From an optimization exercise on the open Yosys and OpenROAD flow, aimed at small area, a short achievable clock period and few clock cycles; shortcuts taken in it are not production practice.
Function was checked by simulation only, so behaviour that the tests miss may differ from the original.
Power figures rest on the tool's default switching activity, not on a simulated workload.

### design/flow/run.sh
#!/bin/bash
# synth_recipe.tcl (not shown) runs the flow's synth.tcl, then flattens the netlist and writes it again
# the make line also repeats each setting of config.mk as NAME=value (left out here)
make -C /OpenROAD-flow-scripts/flow DESIGN_CONFIG=/design/flow/config.mk WORK_HOME=/design/flow/orfs CLKGATE_MAP_FILE= SYNTH_SCRIPT=/design/flow/synth_recipe.tcl finish
### design/flow/config.mk
export PLATFORM = sky130hd
export DESIGN_NAME = disk_seek_scheduler
export DESIGN_NICKNAME = disk_seek_scheduler
export VERILOG_FILES = /design/flow/design.v
export SDC_FILE = /design/flow/constraint.sdc
export NUM_CORES = 4
export LEC_CHECK = 0
export CAP_MARGIN = 20
export CELL_PAD_IN_SITES_DETAIL_PLACEMENT = 1
export CORE_MARGIN = 2
export CORE_UTILIZATION = 40
export CTS_BUF_LIST = sky130_fd_sc_hd__clkbuf_8 sky130_fd_sc_hd__clkbuf_16
export CTS_CLUSTER_DIAMETER = 100
export CTS_CLUSTER_SIZE = 20
export SETUP_SLACK_MARGIN = 3.6
export SLEW_MARGIN = 20
### design/flow/constraint.sdc
create_clock -name core_clock -period 7.0 [get_ports {clk_i}]
set_input_delay 1.4000 -clock core_clock [delete_from_list [all_inputs] [get_ports {clk_i}]]
set_output_delay 1.4000 -clock core_clock [all_outputs]
set_load 0.01 [all_outputs]
### design/flow/design.v
`default_nettype none
package dss_pkg;
  localparam int NSlots = 16;   
  localparam int QDepth = 4;    
endpackage
`default_nettype wire
`default_nettype none
module disk_seek_scheduler #(
  parameter int unsigned MAX_REQUESTS = 16
) (
  input  wire logic             clk_i,
  input  wire logic             rst_ni,
  input  wire logic             start_i,
  input  wire logic [16:0]      req_i,
  output logic                  busy_o,
  output logic                  move_valid_o,
  output logic [69:0]           move_o,
  input  wire logic             cfg_we_i,
  input  wire logic             cfg_idx_i,
  input  wire logic [15:0]      cfg_data_i
);
  localparam int NS = dss_pkg::NSlots;    
  localparam int QD = dss_pkg::QDepth;    
  function automatic logic lt16(input logic [15:0] a, input logic [15:0] b);
    logic [15:0] g1, p1;
    logic [7:0]  g2, p2;
    logic [3:0]  g3, p3;
    logic [1:0]  g4, p4;
    g1 = ~a & b; p1 = ~a | b;
    for (int k = 0; k < 8; k++) begin
      g2[k] = g1[2*k+1] | (p1[2*k+1] & g1[2*k]); p2[k] = p1[2*k+1] & p1[2*k];
    end
    for (int k = 0; k < 4; k++) begin
      g3[k] = g2[2*k+1] | (p2[2*k+1] & g2[2*k]); p3[k] = p2[2*k+1] & p2[2*k];
    end
    for (int k = 0; k < 2; k++) begin
      g4[k] = g3[2*k+1] | (p3[2*k+1] & g3[2*k]); p4[k] = p3[2*k+1] & p3[2*k];
    end
    lt16 = g4[1] | (p4[1] & g4[0]);
  endfunction
  logic [1:0]  pol_q, pol_d;
  logic [15:0] st_q, st_d;
  always_comb begin
    pol_d = pol_q; st_d = st_q;
    if (cfg_we_i) begin
      if (!cfg_idx_i) pol_d = cfg_data_i[1:0];
      else            st_d  = cfg_data_i;
    end
  end
  always_ff @(posedge clk_i or negedge rst_ni) begin
    if (!rst_ni) begin pol_q <= 2'd0; st_q <= 16'd0; end
    else begin pol_q <= pol_d; st_q <= st_d; end
  end
  logic          s1v_q, s1l_q, s1r_q;
  logic [15:0]   s1w_q;
  logic [3:0]    s1a_q;
  logic [NS-1:0] lt_q, xs, avd, acld, tgd;      
  logic          s2v_q, s2l_q, s2r_q;
  logic [15:0]   s2w_q;
  logic [3:0]    s2a_q;
  localparam int SW = 22;               
  logic [NS-1:0]    av_q, acl_q, atg_q, aup_q;
  logic [NS*SW-1:0] sd_q;               
  logic [NS*16-1:0] aval_q;
  logic [NS*4-1:0]  aar_q;     
  logic [4:0]  ocnt_q;
  logic        ltag_q, od_q, rs_q, ofull_q;    
  logic [1:0]  kbp_q;
  logic [15:0] kbs_q;
  logic [QD-1:0]    qv_q, qdt_q;
  logic [QD*2-1:0]  qp_q;
  logic [QD*16-1:0] qs_q;
  logic        first_q, jd_q, etag_q;
  logic        ov_q, olast_q;
  logic [15:0] ofrom_q, oto_q, odist_q;
  logic [20:0] otot_q;
  logic        q0v, q0d, cscan_e;
  logic [15:0] q0s;
  logic        inb0, inb1, ready, do_jump, do_pop, emit, mlast;
  logic [15:0] s0val, from_sel, mdist;
  assign q0v     = qv_q[0];
  assign q0d     = qdt_q[0];
  assign q0s     = qs_q[15:0];
  assign cscan_e = qp_q[1:0] == 2'd2;
  assign s0val   = aval_q[15:0];
  logic fo0_q, fo1_q, first_d, etag_d;
  assign inb0  = fo0_q;
  assign inb1  = fo1_q;
  assign first_d = emit ? mlast : first_q;
  assign etag_d  = (emit & first_q) ? atg_q[0] : etag_q;
  assign ready = eok_q & (!first_q | (av_q[0] & acl_q[0]));
  assign do_jump = ready & jp_q & (!inb0 | !aup_q[0]);
  assign do_pop  = ready & !do_jump & inb0;
  assign emit    = do_jump | do_pop;
  assign mlast   = do_jump ? !inb0 : (!inb1 & !jp_q);
  logic [16:0] sdiff;
  logic [15:0] rdiff;
  assign from_sel = q0s;
  assign sdiff    = {1'b0, s0val} - {1'b0, from_sel};
  assign rdiff    = from_sel - s0val;
  assign mdist    = sdiff[16] ? rdiff : sdiff[15:0];
  logic rs_start, rs_pop, rs_end;
  logic xfer;
  assign rs_start = !rs_q & q0v & q0d & first_q & av_q[0] & acl_q[0] & !s1v_q & !s2v_q;
  assign rs_pop   = rs_q & av_q[0] & acl_q[0] & (!s1v_q | !s2v_q | !needs_slot | !full);
  assign rs_end   = rs_q & !(av_q[0] & acl_q[0]) & !s1v_q & !s2v_q;
  logic        pop, full, can_ins, needs_slot, ins, s2_go, close_evt, ins_norm;
  logic        upv, fcfs_k, scan_k;
  logic [3:0]  ar_new;
  logic [NS:0] ge;           
  logic [NS-1:0] bef;
  assign pop        = do_pop | rs_pop;
  assign full       = av_q[NS-1];
  assign can_ins    = !full | pop;
  assign needs_slot = s2v_q & (s2r_q | !ofull_q);
  assign s2_go      = !needs_slot | can_ins;
  assign ins        = needs_slot & can_ins;
  assign close_evt  = s2v_q & s2l_q & !s2r_q & s2_go;
  assign ins_norm   = ins & !s2r_q & !s2l_q;
  logic s2up_q, up_kb, up_st, up_cd, up_next;
  assign upv    = s2up_q;
  assign up_kb  = !lt16(s1w_q, kbs_q);
  assign up_st  = !lt16(s1w_q, st_q);
  assign up_cd  = !lt16(s1w_q, cfg_data_i);
  assign up_next = freeze ? up_kb : ((cfg_we_i & cfg_idx_i) ? up_cd : up_st);
  logic c12;
  assign c12    = lt16(s1w_q, s2w_q);
  logic rs_skip, ins_acl, s2skip_q, ocnt_inc;
  logic [4:0] ocnt_d;
  assign rs_skip  = s2skip_q;
  assign ocnt_inc = ins_norm | (ins & s2r_q & fcfs_k & !rs_skip);
  assign ocnt_d   = (close_evt | rs_end) ? 5'd0 : ocnt_inc ? ocnt_q + 5'd1 : ocnt_q;
  assign ins_acl = close_evt | rs_end | (fcfs_k & rs_skip);
  assign ar_new = s2r_q ? s2a_q : ocnt_q[3:0];
  logic [1:0] pol_next;
  logic       s2fc_q, s2sc_q;    
  assign pol_next = freeze ? kbp_q : pol_d;
  assign fcfs_k = s2fc_q;
  assign scan_k = s2sc_q;
  genvar gi;
  generate
    for (gi = 0; gi < NS; gi++) begin : g_key
      logic lt, bup, bdn;
      assign lt  = lt_q[gi];
      assign bup = !aup_q[gi] | lt;
      assign bdn = !aup_q[gi] & (scan_k ? !lt : lt);
      assign bef[gi] = fcfs_k ? rs_skip : (upv ? bup : bdn);
      assign ge[gi] = !av_q[gi] | (!acl_q[gi] & !od_q & bef[gi]);
    end
  endgenerate
  assign ge[NS] = 1'b1;
  logic qfull, qdirty, cap, cap_close, s1_go, freeze, dirty_new;
  assign qfull  = qv_q[QD-1];
  assign qdirty = |(qdt_q & qv_q);
  assign s1_go  = !s1v_q | !s2v_q | s2_go;
  assign xfer   = s1v_q & (!s2v_q | s2_go);
  logic busy_q, busy_d, s1v_d, s2v_d, rs_d, qfull_d, qdirty_d;
  assign busy_o = busy_q;
  assign s1v_d  = cap | rs_pop | (s1v_q & !xfer);
  assign s2v_d  = (!s2v_q | s2_go) ? s1v_q : s2v_q;
  assign rs_d   = rs_start | (rs_q & !rs_end);
  assign busy_d = qfull_d | qdirty_d | rs_d | (s1v_d & s2v_d & avd[NS-1]);
  assign cap       = start_i & !busy_o;
  assign cap_close = cap & req_i[0];
  assign freeze    = rs_q | cap_close | (s1v_q & s1l_q);
  assign dirty_new = od_q | (kbp_q != pol_q) | (kbs_q != st_q);
  always_ff @(posedge clk_i or negedge rst_ni) begin
    if (!rst_ni) begin
      s1v_q <= 1'b0; s2v_q <= 1'b0; s1l_q <= 1'b0; s2l_q <= 1'b0; s2r_q <= 1'b0; s1r_q <= 1'b0;
      ocnt_q <= 5'd0; ltag_q <= 1'b0; od_q <= 1'b0; rs_q <= 1'b0; ofull_q <= 1'b0;
      kbp_q <= 2'd0; kbs_q <= 16'd0; busy_q <= 1'b1;
    end else begin
      busy_q <= busy_d;
      if (cap) begin
        s1v_q <= 1'b1; s1l_q <= req_i[0]; s1r_q <= 1'b0;
      end else if (rs_pop) begin
        s1v_q <= 1'b1; s1l_q <= 1'b0; s1r_q <= 1'b1;
      end else if (xfer) begin
        s1v_q <= 1'b0;
      end
      if (!s2v_q | s2_go) begin
        s2v_q <= s1v_q; s2l_q <= s1l_q; s2r_q <= s1r_q;
      end
      if (close_evt | rs_end) begin
        ocnt_q <= 5'd0; ltag_q <= !ltag_q; od_q <= 1'b0; ofull_q <= 1'b0;
      end else begin
        if (ocnt_inc) begin
          ocnt_q <= ocnt_q + 5'd1; ofull_q <= ocnt_q == 5'd15;
        end
        if (!freeze & cfg_we_i & !(s2v_q & s2l_q & !s2r_q) &
            ((ocnt_q != 5'd0) | (s2v_q & !s2l_q & !s2r_q))) od_q <= 1'b1;
      end
      if (rs_start) begin
        kbp_q <= qp_q[1:0]; kbs_q <= q0s;
      end else if (!freeze) begin
        kbp_q <= pol_d; kbs_q <= st_d;
      end
      if (rs_start) rs_q <= 1'b1;
      else if (rs_end) rs_q <= 1'b0;
    end
  end
  always_ff @(posedge clk_i) begin
    if (cap) s1w_q <= req_i[16:1];
    else if (rs_pop) begin
      s1w_q <= s0val; s1a_q <= aar_q[3:0];
    end
    if (!s2v_q | s2_go) begin
      s2w_q <= s1w_q; s2a_q <= s1a_q; s2up_q <= up_next;
      s2fc_q <= pol_next[1] == pol_next[0]; s2sc_q <= pol_next == 2'd1;
      s2skip_q <= s1r_q & (s1a_q != ocnt_d[3:0]);
    end
  end
  generate
    for (gi = 0; gi < NS; gi++) begin : g_slot
      logic sel_prev, sel_next, sel_new, sel_self;
      logic gprev, gnext;
      logic nv_prev, ncl_prev, nv_next, ncl_next;
      logic cmp_self, x_self, x_prev, x_next;
      logic [SW-1:0] sd_prev, sd_next, sd_new;
      if (gi == 0) begin : g_lo
        assign gprev = 1'b0;
        assign nv_prev = 1'b0; assign ncl_prev = 1'b0; assign sd_prev = '0;
      end else begin : g_lo
        assign gprev = ge[gi-1];
        assign nv_prev = av_q[gi-1]; assign ncl_prev = acl_q[gi-1];
        assign sd_prev = sd_q[(gi-1)*SW +: SW];
      end
      if (gi == NS-1) begin : g_hi
        assign nv_next = 1'b0; assign ncl_next = 1'b0; assign sd_next = '0;
      end else begin : g_hi
        assign nv_next = av_q[gi+1]; assign ncl_next = acl_q[gi+1];
        assign sd_next = sd_q[(gi+1)*SW +: SW];
      end
      if (gi == 0) begin : g_xl
        assign x_prev = 1'b0;
      end else begin : g_xl
        assign x_prev = xs[gi-1];
      end
      if (gi == NS-1) begin : g_xh
        assign x_next = 1'b0;
      end else begin : g_xh
        assign x_next = xs[gi+1];
      end
      assign gnext = ge[gi+1];
      assign sd_new = {ltag_q, upv, ar_new, s2w_q} ^ {SW{(gi % 2) == 0}};
      assign {atg_q[gi], aup_q[gi], aar_q[gi*4 +: 4], aval_q[gi*16 +: 16]} =
        sd_q[gi*SW +: SW] ^ {SW{(gi % 2) == 1}};
      always_comb begin
        sel_prev = 1'b0; sel_next = 1'b0; sel_new = 1'b0; sel_self = 1'b0;
        if (ins & !pop) begin
          sel_prev = ge[gi] & gprev; sel_new = ge[gi] & !gprev; sel_self = !ge[gi];
        end else if (ins & pop) begin
          sel_next = !gnext; sel_new = gnext & !ge[gi]; sel_self = ge[gi];
        end else if (pop) begin
          sel_next = 1'b1;
        end else begin
          sel_self = 1'b1;
        end
      end
      assign avd[gi]  = sel_prev ? nv_prev : sel_next ? nv_next : sel_new ? 1'b1 : av_q[gi];
      assign acld[gi] = sel_prev ? (ncl_prev | close_evt | rs_end) :
                        sel_next ? (ncl_next | close_evt | rs_end) :
                        sel_new  ? ins_acl : (acl_q[gi] | close_evt | rs_end);
      always_ff @(posedge clk_i or negedge rst_ni) begin
        if (!rst_ni) begin
          av_q[gi] <= 1'b0; acl_q[gi] <= 1'b0;
        end else begin
          av_q[gi] <= avd[gi]; acl_q[gi] <= acld[gi];
        end
      end
      assign cmp_self = lt16(s1w_q, aval_q[gi*16 +: 16]);
      assign x_self = xfer ? cmp_self : lt_q[gi];
      assign xs[gi] = x_self;
      always_ff @(posedge clk_i) begin
        lt_q[gi] <= sel_prev ? x_prev : sel_next ? x_next : sel_new ? c12 : x_self;
      end
      logic [SW-1:0] sd_n;
      assign sd_n = ~(({SW{sel_prev}} & sd_prev) | ({SW{sel_next}} & sd_next) |
                      ({SW{sel_new}} & sd_new));
      assign tgd[gi] = ((sel_prev | sel_next | sel_new) ? sd_n[SW-1] : sd_q[gi*SW+SW-1]) ^ ((gi % 2) == 1);
      always_ff @(posedge clk_i) begin
        if (sel_prev | sel_next | sel_new) sd_q[gi*SW +: SW] <= sd_n;
      end
    end
  endgenerate
  logic qpop;
  logic [QD-1:0] qvd, qdd;
  logic [QD*2-1:0] qpd;
  assign qpop = emit & mlast;
  assign qfull_d  = qvd[QD-1];
  assign qdirty_d = |(qvd & qdd);
  generate
    for (gi = 0; gi < QD; gi++) begin : g_q
      logic pv, pd;
      logic [1:0]  pp;
      logic [15:0] ps;
      logic take_new, take_next;
      if (gi == QD-1) begin : g_n
        assign pv = 1'b0; assign pd = 1'b0; assign pp = 2'd0; assign ps = 16'd0;
      end else begin : g_n
        assign pv = qv_q[gi+1]; assign pd = qdt_q[gi+1];
        assign pp = qp_q[(gi+1)*2 +: 2]; assign ps = qs_q[(gi+1)*16 +: 16];
      end
      if (gi == 0) begin : g_t
        assign take_new = cap_close & (qpop ? !qv_q[1] : !qv_q[0]);
      end else if (gi == QD-1) begin : g_t
        assign take_new = cap_close & (qpop ? 1'b0 : (qv_q[gi-1] & !qv_q[gi]));
      end else begin : g_t
        assign take_new = cap_close & (qpop ? (qv_q[gi] & !qv_q[gi+1]) : (qv_q[gi-1] & !qv_q[gi]));
      end
      logic nv_after;
      assign nv_after = qpop ? pv : qv_q[gi];
      logic qv_n, qdt_n;
      assign qv_n  = nv_after | take_new;
      assign qdt_n = !nv_after ? dirty_new : qpop ? pd : (gi == 0 && rs_end) ? 1'b0 : qdt_q[gi];
      assign qvd[gi] = qv_n;
      assign qdd[gi] = qdt_n;
      always_ff @(posedge clk_i or negedge rst_ni) begin
        if (!rst_ni) begin
          qv_q[gi] <= 1'b0; qdt_q[gi] <= 1'b0;
        end else begin
          qv_q[gi] <= qv_n;
          qdt_q[gi] <= qdt_n;
        end
      end
      logic [1:0] qp_n;
      assign qp_n = !nv_after ? pol_q : qpop ? pp : qp_q[gi*2 +: 2];
      assign qpd[gi*2 +: 2] = qp_n;
      always_ff @(posedge clk_i) begin
        qp_q[gi*2 +: 2] <= qp_n;
        if (!nv_after) qs_q[gi*16 +: 16] <= st_q;
        else if (qpop) qs_q[gi*16 +: 16] <= ps;
        else if (gi == 0 && emit) qs_q[gi*16 +: 16] <= do_jump ? 16'd0 : s0val;
      end
    end
  endgenerate
  logic        av1_q, alast_q, afirst_q;
  logic eok_q, jp_q, jd_d;
  assign jd_d = emit ? (mlast ? 1'b0 : (jd_q | do_jump)) : jd_q;
  logic [15:0] afrom_q, ato_q, adist_q;
  logic [21:0] tsum;
  always_ff @(posedge clk_i or negedge rst_ni) begin
    if (!rst_ni) begin
      av1_q <= 1'b0; ov_q <= 1'b0; first_q <= 1'b1; jd_q <= 1'b0; etag_q <= 1'b0;
      eok_q <= 1'b0; jp_q <= 1'b0; fo0_q <= 1'b0; fo1_q <= 1'b0;
      otot_q <= 21'd0;
    end else begin
      av1_q <= emit;
      eok_q <= qvd[0] & !qdd[0] & !rs_d;
      fo0_q <= avd[0] & acld[0] & (first_d | (tgd[0] == etag_d));
      fo1_q <= avd[1] & acld[1] & (tgd[1] == tgd[0]);
      jp_q  <= (qpd[1:0] == 2'd2) & !jd_d;
      ov_q  <= av1_q;
      if (emit) begin
        first_q <= mlast;
        jd_q    <= jd_d;
        if (first_q) etag_q <= atg_q[0];
      end
      if (av1_q) otot_q <= tsum[21] ? 21'h1fffff : tsum[20:0];
    end
  end
  assign tsum = {1'b0, (afirst_q ? 21'd0 : otot_q)} + {6'd0, adist_q};
  always_ff @(posedge clk_i) begin
    ato_q <= do_jump ? 16'd0 : s0val;
    afrom_q  <= from_sel;
    adist_q  <= do_jump ? 16'd0 : mdist;
    alast_q  <= mlast;
    afirst_q <= first_q;
    ofrom_q  <= afrom_q;
    oto_q    <= ato_q;
    odist_q  <= adist_q;
    olast_q  <= alast_q;
  end
  assign move_valid_o = ov_q;
  assign move_o = {ofrom_q, oto_q, odist_q, otot_q, olast_q};
endmodule
`default_nettype wire
==> run summary <==
==> final cells by class <==
type | count | share of cell area, %
repair buffers | 254 | 5.37
clock inverters | 27 | 0.319
flip-flops and latches | 705 | 46.6
repair inverters | 1 | 0.0180
clock buffers | 44 | 2.62
multi-input cells | 2339 | 39.8
well taps | 1243 | 3.74
inverters | 154 | 1.53
==> placed cells by master, fill, tap and decap left out, types with 53 or more instances in the layout <==
master,count
sky130_fd_sc_hd__nand2_1,232
sky130_fd_sc_hd__buf_4,134
sky130_fd_sc_hd__clkdlybuf4s50_1,105
sky130_fd_sc_hd__mux2i_1,55
sky130_fd_sc_hd__o22ai_1,53
sky130_fd_sc_hd__o21ai_0,204
sky130_fd_sc_hd__edfxtp_1,466
sky130_fd_sc_hd__dfxtp_1,116
sky130_fd_sc_hd__dfrtp_1,118
sky130_fd_sc_hd__inv_1,154
sky130_fd_sc_hd__nor2b_1,54
sky130_fd_sc_hd__a221oi_1,98
sky130_fd_sc_hd__a21oi_1,140
sky130_fd_sc_hd__nor2_1,296
sky130_fd_sc_hd__a222oi_1,235
sky130_fd_sc_hd__a22oi_1,76
==> cell families after synthesis <==
family / count (synthesis) / share of synthesized area [%]
AND/OR/NAND/NOR: 854 / 10.7
buffers and inverters: 430 / 4.66
AO/OA/AOI/OAI: 1209 / 24.7
XOR/XNOR: 58 / 1.37
flip-flops: 705 / 52.3
multiplexers: 105 / 3.01
adder cells (fa/ha/maj): 106 / 3.30
==> what timing repair did <==
item | CTS | global route
resized for setup | 82 | 77
endpoints found under the setup margin | 482 | 380
hold buffers | 0 | 0
cloned | 5 | 3
buffers inserted | 22 | 29
pin swaps | 14 | 19
==> worst paths after layout <==
kind / cells past startpoint / endpoint / start / slack [ns]
min in group asynchronous: 1 / otot_q[19] / rst_ni / 0.82
min: 0 / oto_q[6] / ato_q[6] / 0.32
max in group asynchronous: 2 / s2r_q / rst_ni / 4.99
max reg2reg: 10 / s2up_q / s1w_q[3] / 3.58
max: 10 / s2up_q / s1w_q[3] / 3.58
min reg2reg: 0 / oto_q[6] / ato_q[6] / 0.32
==> layer usage <==
layer  up-vias  part of all wire (%)  GRT usage (%)
met5         -                0.0087              0
met4         2                   3.2           8.89
met2      1834                    45           43.4
met3       231                    10           4.77
li1      13737                     -              -
met1     16385                    42           40.3
==> per-stage QoR <==
stage | total power (uW) | setup WS [ns] | std cells
finish | 21300 | 3.58 | 4767
global route | 22400 | 3.49 | 4767
CTS | 20800 | 3.53 | 4735
detailed placement | 17900 | 2.36 | 4637
global placement | 17500 | 2.55 | 4637
floorplan | 14100 | 3.54 | 3467
==> worst max-delay path: stages (launching register included) <==
cell,delay [ns]
sky130_fd_sc_hd__edfxtp_1,0.33
sky130_fd_sc_hd__buf_4,0.42
sky130_fd_sc_hd__clkinvlp_4,0.45
sky130_fd_sc_hd__nor2_1,0.23
sky130_fd_sc_hd__a2111oi_2,0.13
sky130_fd_sc_hd__a2111oi_1,0.50
sky130_fd_sc_hd__nor3_1,0.14
sky130_fd_sc_hd__maj3_1,0.38
sky130_fd_sc_hd__maj3_1,0.39
sky130_fd_sc_hd__o2111ai_1,0.11
sky130_fd_sc_hd__and3_1,0.17
==> power groups by stage <==
stage	logic [uW]	registers, uW	clock network [uW]
floorplan	6320	7760	0
global placement	9170	8360	0
detailed placement	9470	8400	0
CTS	9830	8290	2670
global route	11100	8480	2780
finish	10400	8340	2630
==> run summary <==
CTS placed an instance of sky130_fd_sc_hd__clkbuf_16 at the clock tree root. The most common cell in the netlist is sky130_fd_sc_hd__edfxtp_1. The synthesis-to-layout area growth is 12.2%. The share of cells above drive strength 1 is 12.0%.

The number of ports placed on the die boundary came out at 110. The count of distinct cell types in the synthesized netlist is 103. The data required time at the worst endpoint is 7.50 ns. The tightest hold path in the finished design has a slack of 0.325 ns. The starting utilization of the core area came out at 40.4%. The storage element area came out at 19,400 um^2.

The actual transition at the worst max-transition pin is 1.08 ns. The pin count of the biggest net entering global routing is 76. The first global-routing pass estimated 206,000 um of wire.

The final wirelength came out at 138,000 um. The placer's final routability congestion estimate is 0.970. The netlist area before placement is 37,100 um^2.

After detailed routing, the average wire length per cell comes to 29.0 um. The final cell utilization of the core came out at 45.3%. In this run the core area contains 111 standard-cell rows. In this run the cell area measured after placement is 39,400 um^2.

The total inserted antenna cells came out at 0. The leakage power is 0.0141 uW. When the netlist entered floorplanning its net count stood at 3,559.

TritonCTS built the clock tree. By count the netlist is led by sky130_fd_sc_hd__edfxtp_1 (466), sky130_fd_sc_hd__nor2_1 (299), sky130_fd_sc_hd__nand2_1 (242), sky130_fd_sc_hd__a222oi_1 (235), sky130_fd_sc_hd__o21ai_0 (209). The number of inserted filler cells in the final layout is 9,866.

The maximum root-to-sink buffer count is 3. The share of the cycle needed by the critical path after routing is 48.9%. The internal power of the cells totals 11,700 uW. The mean instance size in the synthesized netlist is 10.7 um^2.

The overall global routing resource usage is 28.2%. The most used flip-flop cell after synthesis is sky130_fd_sc_hd__edfxtp_1. The number of antenna violations at the first check in global routing came out at 2.

The number of warning messages in the yosys log is 1. The worst setup path is of the reg2reg kind. The total vias in the final route came out at 32,189. The starting DRC count in detailed routing is 5,522. After detailed routing, the number of vias per cell comes to 6.75. The count of input and output buffers is 109.

Max-cap violations in this run came to 0. The clock latency of the later-clocked register in the worst-skew pair is 0.65 ns. STA classifies the critical path endpoint as a register. The number of H-tree levels is 2. Based on the critical path, the design can be clocked at up to 292 MHz. The final setup skew is 0.0337 ns. Of the synthesized area, sequential elements account for 52.3%. The remaining number of nets flagged by the antenna check after routing came out at 0. Counting flops per register, the top entry is sd_q. The number of hold violations in the final report is 0. VDD sags by at most 237 uV. In this run, the combinational gates consume 48.6% of the power. The area of the die came out at 95,100 um^2. Setup repair after global routing could not meet its margin everywhere. The floorplan die height is 308 um. The via count of the first global-routing pass came to 31,586. Setup violations remaining at the end of the flow were counted as 0. In the final design database the tool counted 3,589 nets. The path class of the tightest hold or removal check is reg2reg.

By area the synthesized netlist is led by sky130_fd_sc_hd__edfxtp_1 (38%), sky130_fd_sc_hd__dfrtp_1 (8.1%), sky130_fd_sc_hd__a222oi_1 (6.3%), sky130_fd_sc_hd__dfxtp_1 (6.3%), sky130_fd_sc_hd__nor2_1 (3.0%). For the final routed database, the setup TNS stands at 0 ns. The core region is 91,800 um^2. The power share of the sequential group came out at 39.1%.

The clock net sink count came out at 705. The time the worst path needs with I/O delays and setup came out at 3.42 ns. The headroom to the max-slew limit is 28.0%. The top cell type by area accounts for 37.7% of the synthesized area. The part of the power in the clock network is 12.3%.

The flip-flop count of the largest register, all copies and words added is 352. The number of synthesized register bits is 705. The number of detailed-routing iterations run before antenna repair came out at 12.

The summed area of non-filler cells in the final layout is 41,600 um^2. Summed over all instances, the cell type with the most area after synthesis is sky130_fd_sc_hd__edfxtp_1. Clock-pin slew was measured on the worst setup and hold paths at 0.09 ns. The aggregate global routing overflow is 0. The run finished with no timing, DRC or antenna violations. The number of slew-limit violations in the final report came out at 0.

The die is 308 um wide. The number of buffers inserted during clock tree synthesis is 42. Counting every instance in the synthesized netlist gives 3,467. The largest fanout of any net on the critical path is 31.

Net switching is 45.2% of the power. The reported net switching power is 9650 uW. The arrival time of the worst setup path is 3.92 ns. For this design the ratio of total power to cell area is 513 nW/um^2. STA classifies the critical path startpoint as a register.

The proportion of synthesized flip-flops having asynchronous set or reset is 17.3%. The number of enable-type register cells in the synthesized netlist came out at 466. The post-detailed-route DRC marker count came out at 0. The largest registers in the layout are sd_q: 352 flops, qs_q: 64 flops, otot_q: 21 flops.

The multi-input combinational cells in the finished layout cover a total of 16,500 um^2. The HPWL after detailed placement is 97,500 um.
Testbench counts, summed over its fixed seeds: cycles 3,685.

-- what the ideal ports hide --
How much do the figures lean on ideal ports? The routed layout below was timed once more, with nothing changed but the port constraints. Step 1 assumes that a clkbuf_16 drives the clock port and a buf_2 every other input. Step 2 also shifts input and output timing later by t, the mid clock arrival at the registers, as if the neighbouring blocks saw the same clock. a / b / c = ideal / step 1 / step 2; a / b = the first two.
shift t [ns]: 0.697
slack for setup (ns): 3.576 / 3.576 / 2.966
clock arrival spread, ns: 0.038 / 0.038
worst register clock-pin slew, ns: 0.10 / 0.10
pins driven straight from the clock port: 1
After both steps setup and hold are still met in this run. For this run, drivers alone change the setup slack by 0.000 ns; drivers and shift together by -0.610 ns.
